What follows belongs to an exercise in optimizing a design on an open flow for small area; a production flow would make more cautious choices. Where RTL was checked, it was by simulation tests only, not by an equivalence proof against the original. Power is estimated from default activity; no workload was simulated.

==> pepper <==
## rv_core
module rv_core #(
  parameter logic [31:0] reset_pc = '0
) (
  input  logic        clk,
  input  logic        rst,
  input  logic        halt,
  output logic        mem_req,
  output logic [31:0] mem_addr,
  output logic        mem_we,
  output logic [31:0] mem_wdata,
  input  logic        mem_ack,
  input  logic [31:0] mem_rdata
);
clock: 10.0 ns
lec_check: 0
abc_area: 1
cap_margin: 20
core_margin: 2
core_utilization: 40
place_density: 0.8
slew_margin: 20
standard.sh (not shown) runs the stock make flow with config.mk's settings and CLKGATE_MAP_FILE= SYNTH_SCRIPT=/design/flow/synth_recipe.tcl, a recipe that flattens the netlist after the stock synthesis.
==> flow/flow/run.sh <==
#!/bin/bash
# standard layout with a leaner clock tree and minimum-size port buffers
export CTS_ARGS="-sink_clustering_enable -repair_clock_nets -dont_use_dummy_load -buf_list {sky130_fd_sc_hd__clkbuf_8} -sink_clustering_size 21 -sink_clustering_max_diameter 60"
export BUFFER_PORTS_ARGS="-buffer_cell sky130_fd_sc_hd__buf_1"
bash standard.sh > standard.log 2>&1
==> nickel: changes against pepper <==
==> flow/flow/run.sh (replaced) <==
#!/bin/bash
# standard layout with a leaner clock tree and minimum-size port buffers
export CTS_ARGS="-sink_clustering_enable -repair_clock_nets -dont_use_dummy_load -buf_list {sky130_fd_sc_hd__clkbuf_16} -sink_clustering_size 36 -sink_clustering_max_diameter 60"
export BUFFER_PORTS_ARGS="-buffer_cell sky130_fd_sc_hd__buf_1"
bash standard.sh > standard.log 2>&1
Settings changed: PLACE_DENSITY 0.8 to default.
==> qor summary <==
| quantity | nickel | pepper |
|---|---|---|
| Run status | complete, no violations | complete, no violations |
| Wire length of the first global-routing pass | 62,900 µm | 64,600 µm |
| Critical path's largest stage delay | 500 ps | 520 ps |
| Drt wl/cell | 14.3 µm | 15.2 µm |
| Global routing met1 resource utilization | 17.0% | 17.6% |
| First-iteration detailed-routing DRC count | 640 | 703 |
| Switching power as a share of total power | 18.4% | 18.9% |
| Power in the clock group | 2030 µW | 1770 µW |
| Post-layout instance area | 28,600 µm² | 28,300 µm² |
| Area after detailed placement | 27,400 µm² | 27,400 µm² |
| Ratio of final minimum period to clock period | 40.8% | 40.0% |
| Drt total wl | 38,800 µm | 41,400 µm |
| Timing-limited maximum frequency | 245 MHz | 250 MHz |
No run of this note included a check of the RTL's function; only the layout flow was run.


==> run a: inputs <==
==> flow/design.v <==
`timescale 1ns/1ps
module rv_core #(
  parameter logic [31:0] reset_pc = '0
) (
  input  logic        clk,
  input  logic        rst,
  input  logic        halt,
  output logic        mem_req,
  output logic [31:0] mem_addr,
  output logic        mem_we,
  output logic [31:0] mem_wdata,
  input  logic        mem_ack,
  input  logic [31:0] mem_rdata
);
  localparam logic [6:0] OP_LOAD   = 7'b0000011;
  localparam logic [6:0] OP_ALUI   = 7'b0010011;
  localparam logic [6:0] OP_AUIPC  = 7'b0010111;
  localparam logic [6:0] OP_STORE  = 7'b0100011;
  localparam logic [6:0] OP_ALU    = 7'b0110011;
  localparam logic [6:0] OP_LUI    = 7'b0110111;
  localparam logic [6:0] OP_BRANCH = 7'b1100011;
  localparam logic [6:0] OP_JALR   = 7'b1100111;
  localparam logic [6:0] OP_JAL    = 7'b1101111;
  localparam logic [3:0] S_CLR   = 4'd0;    
  localparam logic [3:0] S_FETCH = 4'd1;
  localparam logic [3:0] S_DEC   = 4'd2;
  localparam logic [3:0] S_R1    = 4'd3;    
  localparam logic [3:0] S_R2    = 4'd4;    
  localparam logic [3:0] S_PSH   = 4'd5;    
  localparam logic [3:0] S_WR    = 4'd6;    
  localparam logic [3:0] S_WRL   = 4'd7;    
  localparam logic [3:0] S_MEMR  = 4'd8;
  localparam logic [3:0] S_MEMW  = 4'd9;
  localparam logic [3:0] S_PC4   = 4'd10;   
  localparam logic [3:0] S_PCI   = 4'd11;   
  localparam logic [3:0] S_PCJ   = 4'd12;   
  localparam logic [3:0] S_R2S   = 4'd13;   
  logic [4:0]  t;
  logic        hb;
  logic [3:0]  state;
  logic        w;        
  logic [31:0] pc;
  logic [31:0] p;
  logic [31:0] q;
  logic [4:0]  ri;       
  logic        c;        
  logic        eqf;      
  logic        tk;       
  logic [6:0] opc;
  logic [2:0] f3;
  logic is_alu, is_alui, is_load, is_store, is_br, is_jal, is_jalr, is_lui, is_auipc;
  assign opc      = q[6:0];
  assign f3       = q[14:12];
  assign is_alu   = opc == OP_ALU;
  assign is_alui  = opc == OP_ALUI;
  assign is_load  = opc == OP_LOAD;
  assign is_store = opc == OP_STORE;
  assign is_br    = opc == OP_BRANCH;
  assign is_jal   = opc == OP_JAL;
  assign is_jalr  = opc == OP_JALR;
  assign is_lui   = opc == OP_LUI;
  assign is_auipc = opc == OP_AUIPC;
  logic is_shift, is_slt, is_sub;
  assign is_shift = f3[1:0] == 2'b01;
  assign is_slt   = f3[2:1] == 2'b01;
  assign is_sub   = is_alu && f3 == 3'd0 && q[31:25] == 7'b0100000;
  logic [31:0] imm;
  always_comb begin
    if (is_store)                 imm = {{20{q[31]}}, q[31:25], q[11:7]};
    else if (is_br)               imm = {{20{q[31]}}, q[7], q[30:25], q[11:8], 1'b0};
    else if (is_jal)              imm = {{12{q[31]}}, q[19:12], q[20], q[30:21], 1'b0};
    else if (is_lui || is_auipc)  imm = {q[31:12], 12'b0};
    else                          imm = {{20{q[31]}}, q[31:20]};
  end
  logic [31:0] rf_out;    
  logic        rv;        
  logic        rf_we;
  logic        clr;
  logic        r;         
  logic        d_rf;
  assign rf_out[0] = 1'b0;
  assign d_rf = r & !clr;
  logic [15:0] lp_out;
  logic [31:0] x16;
  always_ff @(posedge clk) begin
    x16 <= {(clr || (rf_we && ri == 5'd16)) ? d_rf : x16[0], x16[31:1]};
  end
  assign lp_out[0] = x16[0];
  for (genvar j = 1; j < 16; j++) begin : g_x
    logic [63:0] x;
    always_ff @(posedge clk) begin
      x <= {(clr || (rf_we && ri[3:0] == 4'(j) && ri[4] == hb)) ? d_rf : x[0], x[63:1]};
    end
    assign lp_out[j] = x[0];
  end
  assign rv = lp_out[ri[3:0]] & (ri != 5'd0);
  localparam logic [2:0] X_0 = 3'd0, X_RV = 3'd1, X_P = 3'd2, X_PC = 3'd3, X_Q = 3'd4,
                         X_FILL = 3'd5, X_TK = 3'd6;
  localparam logic [2:0] Y_0 = 3'd0, Y_RV = 3'd1, Y_IMM = 3'd2, Y_4 = 3'd3, Y_RPC = 3'd4;
  localparam logic [1:0] O_ADD = 2'd0, O_XOR = 2'd1, O_OR = 2'd2, O_AND = 2'd3;
  logic [2:0] xs, ys;
  logic [1:0] aop;
  logic       sub, clr0, uns, cmp_ld, br_ld;
  logic       pc_we, p_sh, q_sh, q_ld, sh_in;
  logic       req_set, req_clr, tk_set;
  logic [3:0] ns;
  logic       nw, ri_ld;
  logic       last;
  logic       run;
  assign last = t == 5'd31;
  logic t_lt_sh;
  assign t_lt_sh = t < q[24:20];
  assign run  = !w;
  logic [1:0] f3aop;
  always_comb begin
    case (f3)
      3'd4: f3aop = O_XOR;
      3'd6: f3aop = O_OR;
      3'd7: f3aop = O_AND;
      default: f3aop = O_ADD;
    endcase
  end
  always_comb begin
    xs = X_0; ys = Y_0; aop = O_ADD; sub = 1'b0; clr0 = 1'b0; uns = f3[0];
    cmp_ld = 1'b0; br_ld = 1'b0;
    pc_we = 1'b0; p_sh = 1'b0; q_sh = 1'b0; q_ld = 1'b0;
    sh_in = 1'b0;
    rf_we = 1'b0; clr = 1'b0;
    req_set = 1'b0; req_clr = 1'b0; tk_set = 1'b0;
    ns = state; nw = w; ri_ld = 1'b0;
    if (w) begin
    end else begin
      case (state)
        S_CLR: begin
          clr = 1'b1;
          ys = Y_RPC;
          pc_we = 1'b1;
          p_sh = 1'b1;
          if (last && hb) ns = S_FETCH;
        end
        S_FETCH: begin
          if (!mem_req) begin
            if (!halt && !mem_ack) req_set = 1'b1;
          end else if (mem_ack) begin
            req_clr = 1'b1;
            q_ld = 1'b1;
            ns = S_DEC;
          end
        end
        S_DEC: begin
          tk_set = 1'b1;
          nw = 1'b1;
          ri_ld = 1'b1;
          if (is_alu || is_alui || is_br || is_load || is_store || is_jalr) ns = S_R1;
          else if (is_jal || is_lui || is_auipc) ns = S_WR;
          else ns = S_PC4;
        end
        S_R1: begin
          xs = X_RV;
          p_sh = 1'b1;
          if (is_alui) begin
            if (!is_shift) begin
              ys = Y_IMM;
              aop = f3aop;
              sub = is_slt;
              cmp_ld = is_slt;
            end
          end else if (is_load || is_store || is_jalr) begin
            ys = Y_IMM;
            clr0 = is_jalr;
          end
          if (last) begin
            ri_ld = 1'b1;
            if (is_alu || is_br) ns = S_R2;
            else if (is_store) ns = S_R2S;
            else if (is_load) ns = S_MEMR;
            else if (is_alui && is_shift && f3[2]) ns = S_PSH;
            else ns = S_WR;
          end
        end
        S_R2: begin
          ys = Y_RV;
          if (is_alu && is_shift) begin
            sh_in = t < 5'd5;
          end else begin
            xs = X_P;
            p_sh = 1'b1;
            if (is_br) begin
              sub = 1'b1;
              uns = f3[1];
              br_ld = 1'b1;
            end else begin
              aop = f3aop;
              sub = is_sub || is_slt;
              cmp_ld = is_slt;
            end
          end
          if (last) begin
            ri_ld = 1'b1;
            if (is_br) ns = S_PCI;
            else if (is_shift && f3[2]) ns = S_PSH;
            else ns = S_WR;
          end
        end
        S_R2S: begin
          ys = Y_RV;
          q_sh = 1'b1;
          aop = O_OR;
          if (last) ns = S_MEMW;
        end
        S_PSH: begin
          xs = X_FILL;
          aop = O_OR;
          p_sh = t_lt_sh;
          if (last) ns = S_WR;
        end
        S_WR: begin
          rf_we = 1'b1;
          if (is_alu || is_alui) begin
            aop = O_OR;
            if (is_shift && !f3[2] && t_lt_sh) begin
            end else if (is_slt) begin
              xs = X_TK;
            end else begin
              xs = X_P;
              p_sh = 1'b1;
            end
          end else if (is_lui) begin
            ys = Y_IMM;
          end else if (is_auipc) begin
            xs = X_PC;
            ys = Y_IMM;
          end else begin
            xs = X_PC;
            ys = Y_4;
          end
          if (last) ns = is_jal ? S_PCI : is_jalr ? S_PCJ : S_PC4;
        end
        S_WRL: begin
          rf_we = 1'b1;
          xs = X_Q;
          aop = O_OR;
          q_sh = 1'b1;
          if (last) ns = S_PC4;
        end
        S_MEMR, S_MEMW: begin
          if (!mem_req) begin
            if (!mem_ack) req_set = 1'b1;
          end else if (mem_ack) begin
            req_clr = 1'b1;
            nw = 1'b1;
            if (state == S_MEMR) begin
              q_ld = 1'b1;
              ns = S_WRL;
            end else begin
              ns = S_PC4;
            end
          end
        end
        S_PC4, S_PCI: begin
          xs = X_PC;
          ys = (state == S_PCI && tk) ? Y_IMM : Y_4;
          clr0 = state == S_PCI && tk;
          pc_we = 1'b1;
          p_sh = 1'b1;
          if (last) ns = S_FETCH;
        end
        S_PCJ: begin
          xs = X_P;
          pc_we = 1'b1;
          p_sh = 1'b1;
          if (last) ns = S_FETCH;
        end
        default: ns = S_FETCH;
      endcase
    end
  end
  logic [4:0] ri_n;
  logic       go, hold;
  assign ri_n = !ri_ld ? ri : (ns == S_R1) ? q[19:15] : (ns == S_R2 || ns == S_R2S) ? q[24:20] : q[11:7];
  logic rf_st, rf_ns;
  assign rf_st = state == S_R1 || state == S_R2 || state == S_R2S || state == S_WR || state == S_WRL;
  assign rf_ns = ns == S_R1 || ns == S_R2 || ns == S_R2S || ns == S_WR || ns == S_WRL;
  assign go   = w && last && (!rf_st || hb != ri[4]);
  assign hold = !w && last && rf_ns && ns != state && hb == ri_n[4];
  logic xb, yb, yb2, cin, cout, s, eqn, lt, t0;
  assign t0 = t == 5'd0;
  always_comb begin
    case (xs)
      X_RV:   xb = rv;
      X_P:    xb = p[0];
      X_PC:   xb = pc[0];
      X_Q:    xb = q[0];
      X_FILL: xb = p[31] & q[30];
      X_TK:   xb = tk & t0;
      default: xb = 1'b0;
    endcase
    case (ys)
      Y_RV:   yb = rv;
      Y_IMM:  yb = imm[t];
      Y_4:    yb = t == 5'd2;
      Y_RPC:  yb = reset_pc[t];
      default: yb = 1'b0;
    endcase
  end
  assign yb2  = yb ^ sub;
  assign cin  = t0 ? sub : c;
  assign s    = xb ^ yb2 ^ cin;
  assign cout = (xb & yb2) | (xb & cin) | (yb2 & cin);
  assign eqn  = (t0 | eqf) & !(xb ^ yb);
  assign lt   = uns ? !cout : ((xb ^ yb) ? xb : s);
  always_comb begin
    case (aop)
      O_XOR: r = xb ^ yb;
      O_OR:  r = xb | yb;
      O_AND: r = xb & yb;
      default: r = s & !(clr0 & t0);
    endcase
  end
  always_ff @(posedge clk) begin
    c   <= cout;
    eqf <= eqn;
    pc  <= {pc_we ? r : pc[0], pc[31:1]};
    if (p_sh) p <= {r, p[31:1]};
    if (q_ld) q <= mem_rdata;
    else if (q_sh) q <= {r, q[31:1]};
    else if (sh_in) q[24:20] <= {rv, q[24:21]};
    ri <= ri_n;
    if (tk_set) tk <= is_jal;
    else if (last && cmp_ld) tk <= lt;
    else if (last && br_ld) tk <= (f3[2] ? lt : eqn) ^ f3[0];
  end
  always_ff @(posedge clk or negedge rst) begin
    if (!rst) begin
      t       <= 5'd0;
      hb      <= 1'b0;
      state   <= S_CLR;
      w       <= 1'b0;
      mem_req <= 1'b0;
    end else begin
      {hb, t} <= {hb, t} + 6'd1;
      state <= ns;
      w     <= go ? 1'b0 : (nw || hold);
      if (req_set) mem_req <= 1'b1;
      else if (req_clr) mem_req <= 1'b0;
    end
  end
  assign mem_addr  = p;
  assign mem_we    = state == S_MEMW;
  assign mem_wdata = q;
endmodule
==> flow/flow/run.sh <==
#!/bin/bash
# standard layout with a leaner clock tree and minimum-size port buffers
export CTS_ARGS="-sink_clustering_enable -repair_clock_nets -dont_use_dummy_load -buf_list {sky130_fd_sc_hd__clkbuf_8} -sink_clustering_size 21 -sink_clustering_max_diameter 60"
export BUFFER_PORTS_ARGS="-buffer_cell sky130_fd_sc_hd__buf_1"
bash standard.sh > standard.log 2>&1
==> flow/standard.sh <==
#!/bin/bash
# synth_recipe.tcl (not shown) runs the flow's synth.tcl, then flattens the netlist and writes it again
# the make line also repeats each setting of config.mk as NAME=value (left out here)
make -C /OpenROAD-flow-scripts/flow DESIGN_CONFIG=/design/flow/config.mk WORK_HOME=/design/flow/orfs CLKGATE_MAP_FILE= SYNTH_SCRIPT=/design/flow/synth_recipe.tcl "${@:-finish}"
==> flow/config.mk <==
export PLATFORM = sky130hd
export DESIGN_NAME = rv_core
export DESIGN_NICKNAME = rv_core
export VERILOG_FILES = /design/flow/design.v
export SDC_FILE = /design/flow/constraint.sdc
export NUM_CORES = 8
export LEC_CHECK = 0
export CAP_MARGIN = 20
export CORE_MARGIN = 2
export CORE_UTILIZATION = 40
export SLEW_MARGIN = 20
==> flow/constraint.sdc <==
create_clock -name core_clock -period 10.0 [get_ports {clk}]
set_input_delay 2.0000 -clock core_clock [delete_from_list [all_inputs] [get_ports {clk}]]
set_output_delay 2.0000 -clock core_clock [all_outputs]
set_load 0.01 [all_outputs]
==> run b: changes against run a <==
--- a/flow/design.v
+++ b/flow/design.v
@@ -36,13 +36,13 @@
   localparam logic [3:0] S_PCJ   = 4'd12;   
   localparam logic [3:0] S_R2S   = 4'd13;   
   logic [4:0]  t;
-  logic        hb;
   logic [3:0]  state;
   logic        w;        
   logic [31:0] pc;
   logic [31:0] p;
   logic [31:0] q;
   logic [4:0]  ri;       
+  logic [4:0]  sh;       
   logic        c;        
   logic        eqf;      
   logic        tk;       
@@ -80,20 +80,14 @@
   logic        d_rf;
   assign rf_out[0] = 1'b0;
   assign d_rf = r & !clr;
-  logic [15:0] lp_out;
-  logic [31:0] x16;
-  always_ff @(posedge clk) begin
-    x16 <= {(clr || (rf_we && ri == 5'd16)) ? d_rf : x16[0], x16[31:1]};
-  end
-  assign lp_out[0] = x16[0];
-  for (genvar j = 1; j < 16; j++) begin : g_x
-    logic [63:0] x;
+  for (genvar k = 1; k < 32; k++) begin : g_x
+    logic [31:0] x;
     always_ff @(posedge clk) begin
-      x <= {(clr || (rf_we && ri[3:0] == 4'(j) && ri[4] == hb)) ? d_rf : x[0], x[63:1]};
+      x <= {(clr || (rf_we && ri == 5'(k))) ? d_rf : x[0], x[31:1]};
     end
-    assign lp_out[j] = x[0];
+    assign rf_out[k] = x[0];
   end
-  assign rv = lp_out[ri[3:0]] & (ri != 5'd0);
+  assign rv = rf_out[ri];
   localparam logic [2:0] X_0 = 3'd0, X_RV = 3'd1, X_P = 3'd2, X_PC = 3'd3, X_Q = 3'd4,
                          X_FILL = 3'd5, X_TK = 3'd6;
   localparam logic [2:0] Y_0 = 3'd0, Y_RV = 3'd1, Y_IMM = 3'd2, Y_4 = 3'd3, Y_RPC = 3'd4;
@@ -101,15 +95,13 @@
   logic [2:0] xs, ys;
   logic [1:0] aop;
   logic       sub, clr0, uns, cmp_ld, br_ld;
-  logic       pc_we, p_sh, q_sh, q_ld, sh_in;
+  logic       pc_we, p_sh, q_sh, q_ld, sh_ld, sh_in, sh_dec;
   logic       req_set, req_clr, tk_set;
   logic [3:0] ns;
   logic       nw, ri_ld;
   logic       last;
   logic       run;
   assign last = t == 5'd31;
-  logic t_lt_sh;
-  assign t_lt_sh = t < q[24:20];
   assign run  = !w;
   logic [1:0] f3aop;
   always_comb begin
@@ -124,11 +116,12 @@
     xs = X_0; ys = Y_0; aop = O_ADD; sub = 1'b0; clr0 = 1'b0; uns = f3[0];
     cmp_ld = 1'b0; br_ld = 1'b0;
     pc_we = 1'b0; p_sh = 1'b0; q_sh = 1'b0; q_ld = 1'b0;
-    sh_in = 1'b0;
+    sh_ld = 1'b0; sh_in = 1'b0; sh_dec = 1'b0;
     rf_we = 1'b0; clr = 1'b0;
     req_set = 1'b0; req_clr = 1'b0; tk_set = 1'b0;
     ns = state; nw = w; ri_ld = 1'b0;
     if (w) begin
+      if (last) nw = 1'b0;
     end else begin
       case (state)
         S_CLR: begin
@@ -136,7 +129,7 @@
           ys = Y_RPC;
           pc_we = 1'b1;
           p_sh = 1'b1;
-          if (last && hb) ns = S_FETCH;
+          if (last) ns = S_FETCH;
         end
         S_FETCH: begin
           if (!mem_req) begin
@@ -171,11 +164,16 @@
           end
           if (last) begin
             ri_ld = 1'b1;
+            sh_ld = 1'b1;
             if (is_alu || is_br) ns = S_R2;
             else if (is_store) ns = S_R2S;
-            else if (is_load) ns = S_MEMR;
-            else if (is_alui && is_shift && f3[2]) ns = S_PSH;
-            else ns = S_WR;
+            else if (is_load) begin
+              ns = S_MEMR;
+              nw = 1'b1;
+            end else if (is_alui && is_shift && f3[2]) begin
+              ns = S_PSH;
+              nw = 1'b1;
+            end else ns = S_WR;
           end
         end
         S_R2: begin
@@ -198,27 +196,44 @@
           if (last) begin
             ri_ld = 1'b1;
             if (is_br) ns = S_PCI;
-            else if (is_shift && f3[2]) ns = S_PSH;
-            else ns = S_WR;
+            else if (is_shift && f3[2]) begin
+              ns = S_PSH;
+              nw = 1'b1;
+            end else ns = S_WR;
           end
         end
         S_R2S: begin
           ys = Y_RV;
           q_sh = 1'b1;
           aop = O_OR;
-          if (last) ns = S_MEMW;
+          if (last) begin
+            ns = S_MEMW;
+            nw = 1'b1;
+          end
         end
         S_PSH: begin
           xs = X_FILL;
           aop = O_OR;
-          p_sh = t_lt_sh;
-          if (last) ns = S_WR;
+          ri_ld = 1'b1;
+          if (sh != 5'd0) begin
+            p_sh = 1'b1;
+            sh_dec = 1'b1;
+          end else begin
+            ns = S_WR;
+            nw = 1'b1;
+          end
         end
         S_WR: begin
           rf_we = 1'b1;
           if (is_alu || is_alui) begin
             aop = O_OR;
-            if (is_shift && !f3[2] && t_lt_sh) begin
+            if (is_shift) begin
+              if (sh != 5'd0) begin
+                sh_dec = 1'b1;
+              end else begin
+                xs = X_P;
+                p_sh = 1'b1;
+              end
             end else if (is_slt) begin
               xs = X_TK;
             end else begin
@@ -275,14 +290,6 @@
       endcase
     end
   end
-  logic [4:0] ri_n;
-  logic       go, hold;
-  assign ri_n = !ri_ld ? ri : (ns == S_R1) ? q[19:15] : (ns == S_R2 || ns == S_R2S) ? q[24:20] : q[11:7];
-  logic rf_st, rf_ns;
-  assign rf_st = state == S_R1 || state == S_R2 || state == S_R2S || state == S_WR || state == S_WRL;
-  assign rf_ns = ns == S_R1 || ns == S_R2 || ns == S_R2S || ns == S_WR || ns == S_WRL;
-  assign go   = w && last && (!rf_st || hb != ri[4]);
-  assign hold = !w && last && rf_ns && ns != state && hb == ri_n[4];
   logic xb, yb, yb2, cin, cout, s, eqn, lt, t0;
   assign t0 = t == 5'd0;
   always_comb begin
@@ -324,8 +331,10 @@
     if (p_sh) p <= {r, p[31:1]};
     if (q_ld) q <= mem_rdata;
     else if (q_sh) q <= {r, q[31:1]};
-    else if (sh_in) q[24:20] <= {rv, q[24:21]};
-    ri <= ri_n;
+    if (ri_ld) ri <= (ns == S_R1) ? q[19:15] : (ns == S_R2 || ns == S_R2S) ? q[24:20] : q[11:7];
+    if (sh_ld) sh <= q[24:20];
+    else if (sh_in) sh <= {rv, sh[4:1]};
+    else if (sh_dec) sh <= sh - 5'd1;
     if (tk_set) tk <= is_jal;
     else if (last && cmp_ld) tk <= lt;
     else if (last && br_ld) tk <= (f3[2] ? lt : eqn) ^ f3[0];
@@ -333,14 +342,13 @@
   always_ff @(posedge clk or negedge rst) begin
     if (!rst) begin
       t       <= 5'd0;
-      hb      <= 1'b0;
       state   <= S_CLR;
       w       <= 1'b0;
       mem_req <= 1'b0;
     end else begin
-      {hb, t} <= {hb, t} + 6'd1;
+      t     <= t + 5'd1;
       state <= ns;
-      w     <= go ? 1'b0 : (nw || hold);
+      w     <= nw;
       if (req_set) mem_req <= 1'b1;
       else if (req_clr) mem_req <= 1'b0;
     end
==> flow/flow/run.sh (replaced) <==
#!/bin/bash
# standard layout, with its output logged here
bash standard.sh > standard.log 2>&1
==> run c: changes against run a <==
--- a/flow/design.v
+++ b/flow/design.v
@@ -36,13 +36,13 @@
   localparam logic [3:0] S_PCJ   = 4'd12;   
   localparam logic [3:0] S_R2S   = 4'd13;   
   logic [4:0]  t;
-  logic        hb;
   logic [3:0]  state;
   logic        w;        
   logic [31:0] pc;
   logic [31:0] p;
   logic [31:0] q;
   logic [4:0]  ri;       
+  logic [4:0]  sh;       
   logic        c;        
   logic        eqf;      
   logic        tk;       
@@ -80,20 +80,14 @@
   logic        d_rf;
   assign rf_out[0] = 1'b0;
   assign d_rf = r & !clr;
-  logic [15:0] lp_out;
-  logic [31:0] x16;
-  always_ff @(posedge clk) begin
-    x16 <= {(clr || (rf_we && ri == 5'd16)) ? d_rf : x16[0], x16[31:1]};
-  end
-  assign lp_out[0] = x16[0];
-  for (genvar j = 1; j < 16; j++) begin : g_x
-    logic [63:0] x;
+  for (genvar k = 1; k < 32; k++) begin : g_x
+    logic [31:0] x;
     always_ff @(posedge clk) begin
-      x <= {(clr || (rf_we && ri[3:0] == 4'(j) && ri[4] == hb)) ? d_rf : x[0], x[63:1]};
+      x <= {(clr || (rf_we && ri == 5'(k))) ? d_rf : x[0], x[31:1]};
     end
-    assign lp_out[j] = x[0];
+    assign rf_out[k] = x[0];
   end
-  assign rv = lp_out[ri[3:0]] & (ri != 5'd0);
+  assign rv = rf_out[ri];
   localparam logic [2:0] X_0 = 3'd0, X_RV = 3'd1, X_P = 3'd2, X_PC = 3'd3, X_Q = 3'd4,
                          X_FILL = 3'd5, X_TK = 3'd6;
   localparam logic [2:0] Y_0 = 3'd0, Y_RV = 3'd1, Y_IMM = 3'd2, Y_4 = 3'd3, Y_RPC = 3'd4;
@@ -101,15 +95,13 @@
   logic [2:0] xs, ys;
   logic [1:0] aop;
   logic       sub, clr0, uns, cmp_ld, br_ld;
-  logic       pc_we, p_sh, q_sh, q_ld, sh_in;
+  logic       pc_we, p_sh, q_sh, q_ld, sh_ld, sh_in, sh_dec;
   logic       req_set, req_clr, tk_set;
   logic [3:0] ns;
   logic       nw, ri_ld;
   logic       last;
   logic       run;
   assign last = t == 5'd31;
-  logic t_lt_sh;
-  assign t_lt_sh = t < q[24:20];
   assign run  = !w;
   logic [1:0] f3aop;
   always_comb begin
@@ -124,11 +116,12 @@
     xs = X_0; ys = Y_0; aop = O_ADD; sub = 1'b0; clr0 = 1'b0; uns = f3[0];
     cmp_ld = 1'b0; br_ld = 1'b0;
     pc_we = 1'b0; p_sh = 1'b0; q_sh = 1'b0; q_ld = 1'b0;
-    sh_in = 1'b0;
+    sh_ld = 1'b0; sh_in = 1'b0; sh_dec = 1'b0;
     rf_we = 1'b0; clr = 1'b0;
     req_set = 1'b0; req_clr = 1'b0; tk_set = 1'b0;
     ns = state; nw = w; ri_ld = 1'b0;
     if (w) begin
+      if (last) nw = 1'b0;
     end else begin
       case (state)
         S_CLR: begin
@@ -136,7 +129,7 @@
           ys = Y_RPC;
           pc_we = 1'b1;
           p_sh = 1'b1;
-          if (last && hb) ns = S_FETCH;
+          if (last) ns = S_FETCH;
         end
         S_FETCH: begin
           if (!mem_req) begin
@@ -171,11 +164,16 @@
           end
           if (last) begin
             ri_ld = 1'b1;
+            sh_ld = 1'b1;
             if (is_alu || is_br) ns = S_R2;
             else if (is_store) ns = S_R2S;
-            else if (is_load) ns = S_MEMR;
-            else if (is_alui && is_shift && f3[2]) ns = S_PSH;
-            else ns = S_WR;
+            else if (is_load) begin
+              ns = S_MEMR;
+              nw = 1'b1;
+            end else if (is_alui && is_shift && f3[2]) begin
+              ns = S_PSH;
+              nw = 1'b1;
+            end else ns = S_WR;
           end
         end
         S_R2: begin
@@ -198,27 +196,44 @@
           if (last) begin
             ri_ld = 1'b1;
             if (is_br) ns = S_PCI;
-            else if (is_shift && f3[2]) ns = S_PSH;
-            else ns = S_WR;
+            else if (is_shift && f3[2]) begin
+              ns = S_PSH;
+              nw = 1'b1;
+            end else ns = S_WR;
           end
         end
         S_R2S: begin
           ys = Y_RV;
           q_sh = 1'b1;
           aop = O_OR;
-          if (last) ns = S_MEMW;
+          if (last) begin
+            ns = S_MEMW;
+            nw = 1'b1;
+          end
         end
         S_PSH: begin
           xs = X_FILL;
           aop = O_OR;
-          p_sh = t_lt_sh;
-          if (last) ns = S_WR;
+          ri_ld = 1'b1;
+          if (sh != 5'd0) begin
+            p_sh = 1'b1;
+            sh_dec = 1'b1;
+          end else begin
+            ns = S_WR;
+            nw = 1'b1;
+          end
         end
         S_WR: begin
           rf_we = 1'b1;
           if (is_alu || is_alui) begin
             aop = O_OR;
-            if (is_shift && !f3[2] && t_lt_sh) begin
+            if (is_shift) begin
+              if (sh != 5'd0) begin
+                sh_dec = 1'b1;
+              end else begin
+                xs = X_P;
+                p_sh = 1'b1;
+              end
             end else if (is_slt) begin
               xs = X_TK;
             end else begin
@@ -275,14 +290,6 @@
       endcase
     end
   end
-  logic [4:0] ri_n;
-  logic       go, hold;
-  assign ri_n = !ri_ld ? ri : (ns == S_R1) ? q[19:15] : (ns == S_R2 || ns == S_R2S) ? q[24:20] : q[11:7];
-  logic rf_st, rf_ns;
-  assign rf_st = state == S_R1 || state == S_R2 || state == S_R2S || state == S_WR || state == S_WRL;
-  assign rf_ns = ns == S_R1 || ns == S_R2 || ns == S_R2S || ns == S_WR || ns == S_WRL;
-  assign go   = w && last && (!rf_st || hb != ri[4]);
-  assign hold = !w && last && rf_ns && ns != state && hb == ri_n[4];
   logic xb, yb, yb2, cin, cout, s, eqn, lt, t0;
   assign t0 = t == 5'd0;
   always_comb begin
@@ -324,8 +331,10 @@
     if (p_sh) p <= {r, p[31:1]};
     if (q_ld) q <= mem_rdata;
     else if (q_sh) q <= {r, q[31:1]};
-    else if (sh_in) q[24:20] <= {rv, q[24:21]};
-    ri <= ri_n;
+    if (ri_ld) ri <= (ns == S_R1) ? q[19:15] : (ns == S_R2 || ns == S_R2S) ? q[24:20] : q[11:7];
+    if (sh_ld) sh <= q[24:20];
+    else if (sh_in) sh <= {rv, sh[4:1]};
+    else if (sh_dec) sh <= sh - 5'd1;
     if (tk_set) tk <= is_jal;
     else if (last && cmp_ld) tk <= lt;
     else if (last && br_ld) tk <= (f3[2] ? lt : eqn) ^ f3[0];
@@ -333,14 +342,13 @@
   always_ff @(posedge clk or negedge rst) begin
     if (!rst) begin
       t       <= 5'd0;
-      hb      <= 1'b0;
       state   <= S_CLR;
       w       <= 1'b0;
       mem_req <= 1'b0;
     end else begin
-      {hb, t} <= {hb, t} + 6'd1;
+      t     <= t + 5'd1;
       state <= ns;
-      w     <= go ? 1'b0 : (nw || hold);
+      w     <= nw;
       if (req_set) mem_req <= 1'b1;
       else if (req_clr) mem_req <= 1'b0;
     end
==> flow/flow/run.sh (replaced) <==
#!/bin/bash
# standard layout with a leaner clock tree and minimum-size port buffers
export CTS_ARGS="-sink_clustering_enable -repair_clock_nets -dont_use_dummy_load -buf_list sky130_fd_sc_hd__clkbuf_8 -sink_clustering_size 24 -sink_clustering_max_diameter 50"
export BUFFER_PORTS_ARGS="-buffer_cell sky130_fd_sc_hd__buf_1"
bash standard.sh > standard.log 2>&1
==> summary of the runs <==
- In run b the sequential power is smaller than in run a, by about 3%.
- The highest sequential share of layout area belongs to run a, the lowest to run b.
- Between run b and run a, the lower sequential cell count is in run a (gap 4).
- Between run b and run a, the lower area after synthesis is in run a (gap about 1.4%, measured against run a).
- Between run b and run c, the lower cell area is in run c (gap 10%, measured against run c).
- Against run a, the core utilization of run b is higher by 4.3 points.
- The lowest first-iteration DRC count belongs to run a, the highest to run c.
- Via count: run c is lower than run b (2.2%).
- Between run a and run c, the lower die area is in run a (gap 1.3%, measured against run c).
- Clock power: run a < run c < run b.
- Routed wire length, highest first: run b, run c, run a.

[afterwards: timing with drivers on the ports]
Ports are ideal in the flow. The routed layouts listed here were re-timed in OpenROAD.
Step 1 sets driving cells, clkbuf_16 on the clock port and buf_2 on the other inputs (assumed; they add their load-dependent delay and slew).
Step 2 also shifts input and output timing later by t, the mid clock arrival at the registers, as if the neighbouring blocks saw the same clock.
Slacks: no drivers / after step 1 / after step 2; pairs: no drivers / after step 1.
run | t (ns) | slack for setup (ns) | worst setup path at the end | latest minus earliest clock arrival (ns) | cell pins on the clock port's net
pepper | 0.675 | 5.996 / 5.974 / 5.996 | register to register | 0.093 / 0.093 | 1
nickel | 0.625 | 5.915 / 5.915 / 5.812 | input to register | 0.092 / 0.092 | 1
run a | 0.672 | 5.243 / 5.243 / 5.243 | register to register | 0.075 / 0.076 | 1
run b | 0.695 | 5.178 / 5.177 / 4.956 | input to register | 0.049 / 0.048 | 1
run c | 0.677 | 5.218 / 5.218 / 5.218 | register to register | 0.102 / 0.101 | 1
After both steps setup and hold are still met in every run listed. The setup slack of run b, which loses most, moves by -0.001 ns with the drivers and by -0.222 ns with both steps.
